Source: an optimization exercise on an open RTL-to-GDS flow (aim: small area and a short achievable clock period). Production flows keep margins and buffers that such runs may drop.
Where RTL was checked, it was by simulation tests only, not by an equivalence proof against the original.
No activity file was given, so power comes from the tool's default toggle rates.

==> build 89 <==
// logic_probe_trigger
module logic_probe_trigger #(
    parameter int WIDTH = 128,
    parameter int CNTW  = 16
) (
    input  logic                  clock,
    input  logic                  reset,
    input  logic                  arm,
    input  logic [WIDTH-1:0]      channels,
    input  logic [WIDTH-1:0]      match_mask,
    input  logic [WIDTH-1:0]      match_value,
    input  logic [WIDTH-1:0]      edge_mask,
    input  logic [CNTW-1:0]       occurrences,
    input  logic [CNTW-1:0]       delay,
    input  logic [CNTW-1:0]       sample_div,
    output logic [WIDTH-1:0]      channels_out,
    output logic                  trigger,
    output logic                  sample,
    output logic [1:0]            status
);
    localparam logic [1:0] IDLE  = 2'd0;
    localparam logic [1:0] ARMED = 2'd1;
    localparam logic [1:0] DELAY = 2'd2;
    localparam logic [1:0] FIRED = 2'd3;
    localparam int NGRP = WIDTH / 4;
    logic [1:0]       state_q;
    logic [1:0]       stat_q;
    logic             trigger_q;
    logic             sample_q;
    logic [WIDTH-1:0] ch_q;
    logic [WIDTH-1:0] chout_q;
    logic [WIDTH-1:0] mask_q;
    logic [WIDTH-1:0] value_q;
    logic [WIDTH-1:0] edge_q;
    logic [NGRP-1:0]  grp_q;
    logic [CNTW-1:0]  occ_cnt_q;
    logic             occ_dec_q;
    logic             occ_gt1_q;
    logic             occ_gt2_q;
    logic [CNTW-1:0]  dly_cnt_q;
    logic             dly_zero_q;
    logic             dly_le1_q;
    logic [CNTW-1:0]  div_cnt_q;
    logic             div_zero_q;
    logic             arm_ok_s;
    logic             more_s;
    logic             count_s;
    logic [1:0]       hit_state_s;
    logic [1:0]       idle_state_s;
    logic [WIDTH-1:0] mask_d_s;
    logic [WIDTH-1:0] value_d_s;
    logic [WIDTH-1:0] value_dn_s;   
    logic [WIDTH-1:0] edge_d_s;
    logic [5:0]       hit_d_s;
    logic [5:0]       idle_d_s;
    logic [5:0]       next_d_s;
  ...
==> flow/config.mk <==
export PLATFORM = sky130hd
export DESIGN_NAME = logic_probe_trigger
export DESIGN_NICKNAME = logic_probe_trigger
export VERILOG_FILES = /design/flow/design.v
export SDC_FILE = /design/flow/constraint.sdc
export NUM_CORES = 4
export LEC_CHECK = 0
export CAP_MARGIN = 20
export CORE_MARGIN = 2
export CORE_UTILIZATION = 72
export CTS_CLUSTER_DIAMETER = 80
export CTS_CLUSTER_SIZE = 30
export SETUP_SLACK_MARGIN = 1.7
export SLEW_MARGIN = 20
export SYNTH_HIERARCHICAL = 1
==> flow/constraint.sdc <==
create_clock -name core_clock -period 3.5 [get_ports {clock}]
set_input_delay 0.7000 -clock core_clock [delete_from_list [all_inputs] [get_ports {clock}]]
set_output_delay 0.7000 -clock core_clock [all_outputs]
set_load 0.01 [all_outputs]
standard.sh (not shown) runs the stock make flow with config.mk's settings and CLKGATE_MAP_FILE= SYNTH_SCRIPT=/design/flow/synth_recipe.tcl, a recipe that flattens the netlist after the stock synthesis.
==> flow/flow/run.sh <==
#!/bin/bash
# Standard layout, with plain buffers (buf_1) on the ports instead of the default delay buffers,
# ABC told that gate outputs drive a light load (so that it does not pick x4 cells for the small
# single-gate modules of the design), and timing repair free to resize cells across footprints.
set -euo pipefail
bash standard.sh "BUFFER_PORTS_ARGS=-buffer_cell sky130_fd_sc_hd__buf_1" "ABC_LOAD_IN_FF=1" "MATCH_CELL_FOOTPRINT=0" finish > standard_make.log 2>&1
==> inputs of build 13, as changes to build 89 <==
--- a/flow/design.v
+++ b/flow/design.v
@@ -31,10 +31,13 @@
     logic [WIDTH-1:0] mask_q;
     logic [WIDTH-1:0] value_q;
     logic [WIDTH-1:0] edge_q;
     logic [NGRP-1:0]  grp_q;
     logic [CNTW-1:0]  occ_cnt_q;
+    logic             occ_lz_q;
+    logic             dly_lz_q;
+    logic             div_lz_q;
     logic             occ_dec_q;
     logic             occ_gt1_q;
     logic             occ_gt2_q;
     logic [CNTW-1:0]  dly_cnt_q;
     logic             dly_zero_q;
@@ -53,18 +56,27 @@
     logic [5:0]       hit_d_s;
     logic [5:0]       idle_d_s;
     logic [5:0]       next_d_s;
     assign arm_ok_s = arm && (state_q != FIRED);
     logic [CNTW-1:0] occ_dec_s, dly_dec_s, div_dec_s;
-    lpt_dec u_dec_occ (.x(occ_cnt_q), .y(occ_dec_s));
-    lpt_dec u_dec_dly (.x(dly_cnt_q), .y(dly_dec_s));
-    lpt_dec u_dec_div (.x(div_cnt_q), .y(div_dec_s));
+    lpt_dec8 u_dec_occ_lo (.x(occ_cnt_q[7:0]),  .y(occ_dec_s[7:0]));
+    lpt_dec8 u_dec_occ_hi (.x(occ_cnt_q[15:8]), .y(occ_dec_s[15:8]));
+    lpt_dec8 u_dec_dly_lo (.x(dly_cnt_q[7:0]),  .y(dly_dec_s[7:0]));
+    lpt_dec8 u_dec_dly_hi (.x(dly_cnt_q[15:8]), .y(dly_dec_s[15:8]));
+    lpt_dec8 u_dec_div_lo (.x(div_cnt_q[7:0]),  .y(div_dec_s[7:0]));
+    lpt_dec8 u_dec_div_hi (.x(div_cnt_q[15:8]), .y(div_dec_s[15:8]));
+    logic [CNTW-1:0] occ_load_s;
+    assign occ_load_s = (occurrences == {CNTW{1'b0}}) ? {{(CNTW-1){1'b0}}, 1'b1} : occurrences;
+    logic [8:0] load_s;
+    for (genvar k = 0; k < 9; k++) begin : g_load
+        lpt_and2b u_l (.a(arm), .bn(reset), .y(load_s[k]));
+    end
     for (genvar i = 0; i < WIDTH; i++) begin : g_cfg
-        lpt_mux u_m (.s(arm), .a(match_mask[i]),  .b(mask_q[i]),  .y(mask_d_s[i]));
-        lpt_muxi u_v (.s(arm), .a(match_value[i]), .b(value_q[i]), .y(value_dn_s[i]));
+        lpt_mux  u_m  (.s(load_s[i/16]), .a(match_mask[i]),  .b(mask_q[i]),  .y(mask_d_s[i]));
+        lpt_muxi u_v  (.s(load_s[i/16]), .a(match_value[i]), .b(value_q[i]), .y(value_dn_s[i]));
         lpt_inv  u_vi (.a(value_dn_s[i]), .y(value_d_s[i]));
-        lpt_mux u_e (.s(arm), .a(edge_mask[i]),   .b(edge_q[i]),  .y(edge_d_s[i]));
+        lpt_mux  u_e  (.s(load_s[i/16]), .a(edge_mask[i]),   .b(edge_q[i]),  .y(edge_d_s[i]));
     end
     logic [WIDTH-1:0] bit_ok_s;
     logic [NGRP-1:0]  grp_d_s;
     for (genvar i = 0; i < WIDTH; i++) begin : g_bit
         lpt_bit_ok u_ok (.q(channels[i]), .qq(ch_q[i]), .m(mask_d_s[i]), .vn(value_dn_s[i]),
@@ -132,41 +144,51 @@
         stat_q    <= next_d_s[3:2];
         trigger_q <= next_d_s[4];
         occ_dec_q <= next_d_s[5];
     end
     always_ff @(posedge clock) begin
-        if (arm) begin
-            occ_cnt_q <= (occurrences == {CNTW{1'b0}}) ? {{(CNTW-1){1'b0}}, 1'b1} : occurrences;
+        if (load_s[8]) begin
+            occ_cnt_q <= occ_load_s;
+            occ_lz_q  <= ~|occurrences[7:0] & |occurrences[15:8];
             occ_gt1_q <= |occurrences[CNTW-1:1];
             occ_gt2_q <= |occurrences[CNTW-1:2] | &occurrences[1:0];
         end else if (occ_dec_q) begin
-            occ_cnt_q <= occ_dec_s;
+            occ_cnt_q[7:0] <= occ_dec_s[7:0];
+            if (occ_lz_q) occ_cnt_q[15:8] <= occ_dec_s[15:8];
+            occ_lz_q  <= occ_cnt_q[7:0] == 8'd1;
             occ_gt1_q <= |occ_cnt_q[CNTW-1:2] | &occ_cnt_q[1:0];
             occ_gt2_q <= |occ_cnt_q[CNTW-1:2];
         end
     end
     always_ff @(posedge clock) begin
-        if (arm) begin
+        if (load_s[8]) begin
             dly_cnt_q  <= delay;
+            dly_lz_q   <= delay[7:0] == 8'd0;
             dly_zero_q <= delay == {CNTW{1'b0}};
             dly_le1_q  <= ~|delay[CNTW-1:1];
         end else if (state_q == DELAY) begin
-            dly_cnt_q  <= dly_dec_s;
+            dly_cnt_q[7:0] <= dly_dec_s[7:0];
+            if (dly_lz_q) dly_cnt_q[15:8] <= dly_dec_s[15:8];
+            dly_lz_q   <= dly_cnt_q[7:0] == 8'd1;
             dly_le1_q  <= ~|dly_cnt_q[CNTW-1:2] & ~&dly_cnt_q[1:0];
         end
     end
     always_ff @(posedge clock) begin
         if (reset) begin
             div_cnt_q  <= {CNTW{1'b0}};
+            div_lz_q   <= 1'b1;
             div_zero_q <= 1'b1;
             sample_q   <= 1'b0;
         end else if (div_zero_q) begin
             div_cnt_q  <= sample_div;
+            div_lz_q   <= sample_div[7:0] == 8'd0;
             div_zero_q <= sample_div == {CNTW{1'b0}};
             sample_q   <= 1'b1;
         end else begin
-            div_cnt_q  <= div_dec_s;
+            div_cnt_q[7:0] <= div_dec_s[7:0];
+            if (div_lz_q) div_cnt_q[15:8] <= div_dec_s[15:8];
+            div_lz_q   <= div_cnt_q[7:0] == 8'd1;
             div_zero_q <= ~|div_cnt_q[CNTW-1:1] & div_cnt_q[0];
             sample_q   <= 1'b0;
         end
     end
     assign channels_out = chout_q;
@@ -226,10 +248,17 @@
     input  logic b,
     output logic y
 );
     assign y = ~(s ? a : b);
 endmodule
+module lpt_and2b (
+    input  logic a,
+    input  logic bn,
+    output logic y
+);
+    assign y = a & ~bn;
+endmodule
 module lpt_nand4 (
     input  logic [3:0] a,
     output logic       y
 );
     assign y = ~&a;
@@ -247,51 +276,32 @@
     input  logic i,
     output logic y
 );
     assign y = (a & b) ? h : i;
 endmodule
-module lpt_dec (
-    input  logic [15:0] x,
-    output logic [15:0] y
-);
-    logic [6:0] pz;      
-    logic [7:3]  fl;     
-    logic [15:9] fh;     
-    logic       lo_nz;   
-    logic [15:12] hi_nz;
-    for (genvar k = 0; k < 7; k++) begin : g_pz
+module lpt_dec8 (
+    input  logic [7:0] x,
+    output logic [7:0] y
+);
+    logic [2:0] pz;      
+    logic [7:3] fl;      
+    for (genvar k = 0; k < 3; k++) begin : g_pz
         lpt_nor2 u_p (.a(x[2*k +: 2]), .y(pz[k]));
     end
-    lpt_inv   u_y0  (.a(x[0]), .y(y[0]));
-    lpt_xnor2 u_y1  (.a(x[1]), .b(x[0]), .y(y[1]));
-    lpt_xor2  u_y2  (.a(x[2]), .b(pz[0]), .y(y[2]));
-    lpt_nor3  u_f3  (.a(x[0]), .b(x[1]), .c(x[2]), .y(fl[3]));
-    lpt_xor2  u_y3  (.a(x[3]), .b(fl[3]), .y(y[3]));
-    lpt_nand2 u_f4  (.a(pz[0]), .b(pz[1]), .y(fl[4]));
-    lpt_xnor2 u_y4  (.a(x[4]), .b(fl[4]), .y(y[4]));
+    lpt_inv    u_y0 (.a(x[0]), .y(y[0]));
+    lpt_xnor2  u_y1 (.a(x[1]), .b(x[0]), .y(y[1]));
+    lpt_xor2   u_y2 (.a(x[2]), .b(pz[0]), .y(y[2]));
+    lpt_nor3   u_f3 (.a(x[0]), .b(x[1]), .c(x[2]), .y(fl[3]));
+    lpt_xor2   u_y3 (.a(x[3]), .b(fl[3]), .y(y[3]));
+    lpt_nand2  u_f4 (.a(pz[0]), .b(pz[1]), .y(fl[4]));
+    lpt_xnor2  u_y4 (.a(x[4]), .b(fl[4]), .y(y[4]));
     lpt_nand3b u_f5 (.an(x[4]), .b(pz[0]), .c(pz[1]), .y(fl[5]));
-    lpt_xnor2 u_y5  (.a(x[5]), .b(fl[5]), .y(y[5]));
-    lpt_nand3 u_f6  (.a(pz[0]), .b(pz[1]), .c(pz[2]), .y(fl[6]));
-    lpt_xnor2 u_y6  (.a(x[6]), .b(fl[6]), .y(y[6]));
+    lpt_xnor2  u_y5 (.a(x[5]), .b(fl[5]), .y(y[5]));
+    lpt_nand3  u_f6 (.a(pz[0]), .b(pz[1]), .c(pz[2]), .y(fl[6]));
+    lpt_xnor2  u_y6 (.a(x[6]), .b(fl[6]), .y(y[6]));
     lpt_nand4b u_f7 (.an(x[6]), .b(pz[0]), .c(pz[1]), .d(pz[2]), .y(fl[7]));
-    lpt_xnor2 u_y7  (.a(x[7]), .b(fl[7]), .y(y[7]));
-    lpt_nand4 u_f8  (.a(pz[3:0]), .y(lo_nz));
-    lpt_xnor2 u_y8  (.a(x[8]), .b(lo_nz), .y(y[8]));
-    lpt_nor2  u_f9  (.a({x[8], lo_nz}), .y(fh[9]));
-    lpt_xor2  u_y9  (.a(x[9]), .b(fh[9]), .y(y[9]));
-    lpt_nor2b u_f10 (.a(lo_nz), .bn(pz[4]), .y(fh[10]));
-    lpt_xor2  u_y10 (.a(x[10]), .b(fh[10]), .y(y[10]));
-    lpt_nor3b u_f11 (.a(lo_nz), .b(x[10]), .cn(pz[4]), .y(fh[11]));
-    lpt_xor2  u_y11 (.a(x[11]), .b(fh[11]), .y(y[11]));
-    lpt_nand2 u_h12 (.a(pz[4]), .b(pz[5]), .y(hi_nz[12]));
-    lpt_nand3b u_h13 (.an(x[12]), .b(pz[4]), .c(pz[5]), .y(hi_nz[13]));
-    lpt_nand3 u_h14 (.a(pz[4]), .b(pz[5]), .c(pz[6]), .y(hi_nz[14]));
-    lpt_nand4b u_h15 (.an(x[14]), .b(pz[4]), .c(pz[5]), .d(pz[6]), .y(hi_nz[15]));
-    for (genvar i = 12; i < 16; i++) begin : g_hi
-        lpt_nor2 u_f (.a({hi_nz[i], lo_nz}), .y(fh[i]));
-        lpt_xor2 u_y (.a(x[i]), .b(fh[i]), .y(y[i]));
-    end
+    lpt_xnor2  u_y7 (.a(x[7]), .b(fl[7]), .y(y[7]));
 endmodule
 module lpt_inv (
     input  logic a,
     output logic y
 );
@@ -335,20 +345,5 @@
     input  logic c,
     output logic y
 );
     assign y = ~(a | b | c);
 endmodule
-module lpt_nor2b (
-    input  logic a,
-    input  logic bn,
-    output logic y
-);
-    assign y = ~(a | ~bn);
-endmodule
-module lpt_nor3b (
-    input  logic a,
-    input  logic b,
-    input  logic cn,
-    output logic y
-);
-    assign y = ~(a | b | ~cn);
-endmodule
==> summary of the runs <==
Against build 13, the global-route usage of build 89 is higher by 0.52 points. Of build 89 and build 13, build 13 has the higher first-iteration DRC count (gap 2.9%, measured against build 13). In build 89 the utilization is higher than in build 13, by 2.1 points. Of build 13 and build 89, build 89 has the higher cell area (gap 0.73%, measured against build 89). Of build 89 and build 13, build 13 has the higher power (gap about 11%, measured against build 13). In build 89 the clock power is lower than in build 13, by 13%. Flip-flop and latch count: build 13 is higher than build 89 (3). Against build 89, the sequential share of layout area of build 13 is higher by 0.28 points. Between build 13 and build 89, the lower non-clock buffer count is in build 13 (gap 25).
For build 89, only the layout was checked, not whether the RTL still works.

[afterwards: timing with drivers on the ports]
In the flow no input, the clock included, has a driving cell. The finished layouts below were timed again as built, in two steps. Step 1, drivers: a clkbuf_16 drives clock and a buf_2 each remaining input, both assumed. Step 2, shift: input delay + t, output delay - t, t = (earliest + latest rising clock arrival at the registers) / 2. This alone moves slack from input paths to output paths. Slacks: ideal / step 1 / step 2; pairs: ideal / step 1.
run	shift t [ns]	slack for setup (ns)	hold slack, ns
build 89	0.670	1.635 / 1.635 / 0.982	0.303 / 0.276 / 0.469
build 13	0.614	1.688 / 1.650 / 1.088	0.358 / 0.331 / 0.467
After both steps every run listed still meets setup and hold. The setup slack of build 89, which loses most, moves by 0.000 ns with the drivers and by -0.653 ns with both steps.
